Background: an optimization exercise with open tools, aiming at small area. Do not read the settings as production practice. Only simulation tests tie the RTL to the original design; equivalence was not proved. Power figures rest on the tool's default switching activity, not on a simulated workload. The clock port is modelled as an ideal driver; clocking choices that lean on that would not hold on a real chip.

## fp_writeback
module fp_writeback (
  input  logic        i_clk,
  input  logic        i_rst,
  input  logic        i_valid,
  output logic        o_ready,
  input  logic [31:0] i_result,
  input  logic        i_exception,
  input  logic [4:0]  i_rd,
  input  logic        i_eof,
  input  logic [4:0]  i_rs1_addr,
  input  logic [4:0]  i_rs2_addr,
  output logic [31:0] o_rs1_data,
  output logic [31:0] o_rs2_data,
  output logic        o_status_valid,
  output logic [1:0]  o_status,
  output logic        o_halt,
  output logic [15:0] o_retired
);
For scale: roughly 0.043 sq mm of cells after synthesis.
Settings: LEC_CHECK=0, CAP_MARGIN=20, CORE_MARGIN=2, CORE_UTILIZATION=62, CTS_BUF_LIST=sky130_fd_sc_hd__clkbuf_16, CTS_CLUSTER_DIAMETER=70, CTS_CLUSTER_SIZE=25, PLACE_DENSITY=0.75, SLEW_MARGIN=20, SYNTH_HIERARCHICAL=1, SYNTH_MINIMUM_KEEP_SIZE=0; clock period 8.0 ns.
standard.sh (not shown) runs the stock make flow with config.mk's settings and CLKGATE_MAP_FILE= SYNTH_SCRIPT=/design/flow/synth_recipe.tcl, a recipe that flattens the netlist after the stock synthesis.
==> flow/flow/run.sh <==
#!/bin/bash
# Layout flow: the standard ORFS flow (standard.sh), with two changes passed to ORFS
# through its own variables:
#  - the port buffers are buf_1 cells instead of the buffer buffer_ports picks by default;
#  - clock tree synthesis clusters sinks under clkbuf_8 buffers without dummy loads.
# make's full output goes to standard.log here; ORFS writes each step's log under orfs/logs.
set -euo pipefail
export BUFFER_PORTS_ARGS="-buffer_cell sky130_fd_sc_hd__buf_1"
export CTS_ARGS="-sink_clustering_enable -repair_clock_nets -dont_use_dummy_load -buf_list sky130_fd_sc_hd__clkbuf_8 -sink_clustering_size 18 -sink_clustering_max_diameter 80"
bash standard.sh > standard.log 2>&1
Rerun with:
--- a/flow/flow/run.sh
+++ b/flow/flow/run.sh
@@ -8,3 +8,3 @@
 export BUFFER_PORTS_ARGS="-buffer_cell sky130_fd_sc_hd__buf_1"
-export CTS_ARGS="-sink_clustering_enable -repair_clock_nets -dont_use_dummy_load -buf_list sky130_fd_sc_hd__clkbuf_8 -sink_clustering_size 18 -sink_clustering_max_diameter 80"
+export CTS_ARGS="-sink_clustering_enable -repair_clock_nets -dont_use_dummy_load -buf_list sky130_fd_sc_hd__clkbuf_8 -sink_clustering_size 18 -sink_clustering_max_diameter 100"
 bash standard.sh > standard.log 2>&1
PLACE_DENSITY = not set   (was 0.75)
Outcome:
- power barely changes
- via count is about the same
- register-to-register slack got worse by 30 ps
- synthesized cell count does not change
- routed wire length went up by 2.1%
Rerun with:
==> flow/flow/run.sh (replaced) <==
#!/bin/bash
# Layout flow: the standard ORFS flow (standard.sh), with two changes passed to ORFS
# through its own variables:
#  - the port buffers are buf_1 cells instead of the buffer buffer_ports picks by default;
#  - clock tree synthesis clusters sinks under clkbuf_16 buffers without dummy loads.
# make's full output goes to standard.log here; ORFS writes each step's log under orfs/logs.
set -euo pipefail
export BUFFER_PORTS_ARGS="-buffer_cell sky130_fd_sc_hd__buf_1"
export CTS_ARGS="-sink_clustering_enable -repair_clock_nets -dont_use_dummy_load -buf_list sky130_fd_sc_hd__clkbuf_16 -sink_clustering_size 30 -sink_clustering_max_diameter 100"
bash standard.sh > standard.log 2>&1
CORE_UTILIZATION = 50   (was 62)
The new run ran to the end with no violations.
Worst hold slack stays flat.
Final cell count goes up by a little under a tenth.
Clock-buffer cell count goes down by 28.
Final area goes up slightly.
Worst setup slack gains 150 ps.
Sequential power hardly moves.
First-iteration DRC count goes down by a little under a tenth.
Total power goes up slightly.
Sequential cell count does not change.
Synthesized cell count does not change.
Rerun with:
CORE_UTILIZATION = 62   (was 50)
Result: The new run produced a clean layout. Cell count went down by a little under a tenth. Non-clock buffer count went down by 25. Register-to-register slack is worse by 80 ps. Worst setup slack is worse by 150 ps. Sequential power hardly moves. Maximum frequency went down by a few percent. Hold slack is worse by 3.6 ps. Die area went down by about a fifth. Wire length went down by a few percent. Synthesized area is unchanged.

========
Another version of the RTL of fp_writeback (not shown whole).
For scale: ~1,100 flip-flops, ~43,000 sq um of cells after synthesis.
// fp_writeback
module fp_writeback (
  input  logic        i_clk,
  input  logic        i_rst,
  input  logic        i_valid,
  output logic        o_ready,
  input  logic [31:0] i_result,
  input  logic        i_exception,
  input  logic [4:0]  i_rd,
  input  logic        i_eof,
  input  logic [4:0]  i_rs1_addr,
  input  logic [4:0]  i_rs2_addr,
  output logic [31:0] o_rs1_data,
  output logic [31:0] o_rs2_data,
  output logic        o_status_valid,
  output logic [1:0]  o_status,
  output logic        o_halt,
  output logic [15:0] o_retired
);
Settings: LEC_CHECK=0, CAP_MARGIN=20, CORE_MARGIN=2, CORE_UTILIZATION=50, CTS_BUF_LIST=sky130_fd_sc_hd__clkbuf_16, CTS_CLUSTER_DIAMETER=70, CTS_CLUSTER_SIZE=25, SLEW_MARGIN=20, SYNTH_HIERARCHICAL=1, SYNTH_MINIMUM_KEEP_SIZE=0; clock period 8.0 ns.
==> flow/flow/run.sh <==
#!/bin/bash
# Layout flow: the standard ORFS flow (standard.sh), with two changes passed to ORFS
# through its own variables:
#  - the port buffers are buf_1 cells instead of the buffer buffer_ports picks by default;
#  - clock tree synthesis clusters sinks under clkbuf_8 buffers without dummy loads.
# make's full output goes to standard.log here; ORFS writes each step's log under orfs/logs.
set -euo pipefail
export BUFFER_PORTS_ARGS="-buffer_cell sky130_fd_sc_hd__buf_1"
export CTS_ARGS="-sink_clustering_enable -repair_clock_nets -dont_use_dummy_load -buf_list sky130_fd_sc_hd__clkbuf_8 -sink_clustering_size 18 -sink_clustering_max_diameter 90"
bash standard.sh > standard.log 2>&1
Change:
==> flow/flow/run.sh (replaced) <==
#!/bin/bash
# Layout flow: the standard ORFS flow (standard.sh), with two changes passed to ORFS
# through its own variables:
#  - the port buffers are buf_1 cells instead of the buffer buffer_ports picks by default;
#  - clock tree synthesis clusters sinks under clkbuf_16 buffers without dummy loads.
# make's full output goes to standard.log here; ORFS writes each step's log under orfs/logs.
set -euo pipefail
export BUFFER_PORTS_ARGS="-buffer_cell sky130_fd_sc_hd__buf_1"
export CTS_ARGS="-sink_clustering_enable -repair_clock_nets -dont_use_dummy_load -buf_list sky130_fd_sc_hd__clkbuf_16 -sink_clustering_size 30 -sink_clustering_max_diameter 70"
bash standard.sh > standard.log 2>&1
Outcome:
- The changed run passed the timing, DRC and antenna checks
- final area came out higher by 0.80%
- utilization goes up by 0.44 points
- setup slack gets worse by 0.012 ns
- global-route usage falls by 0.17 points
- wire length falls by 0.32%

## port drivers added, routing unchanged
In the flow no input, the clock included, has a driving cell. The finished layouts below were timed again as built, in two steps. Step 1, drivers: a clkbuf_16 drives i_clk and a buf_2 each remaining input, both assumed. Step 2, shift: input delay + t, output delay - t, t = (earliest + latest rising clock arrival at the registers) / 2. This alone moves slack from input paths to output paths. a / b / c = ideal ports / drivers / drivers and shift; a / b = the first two.
run | shift t [ns] | slack for setup (ns) | worst slew at a driven data input, ns
the first run of note 1 | 0.758 | 1.633 / 1.605 / 1.605 | 0.05
the second run of note 1 | 0.776 | 1.602 / 1.548 / 1.548 | 0.06
the third run of note 1 | 0.679 | 1.756 / 1.727 / 1.727 | 0.05
the fourth run of note 1 | 0.695 | 1.608 / 1.557 / 1.557 | 0.05
the first run of note 2 | 0.776 | 1.770 / 1.736 / 1.736 | 0.06
the second run of note 2 | 0.719 | 1.758 / 1.732 / 1.732 | 0.06
After both steps every run listed still meets setup and hold. The setup slack of the second run of note 1, which loses most, moves by -0.054 ns with the drivers and by -0.054 ns with both steps.
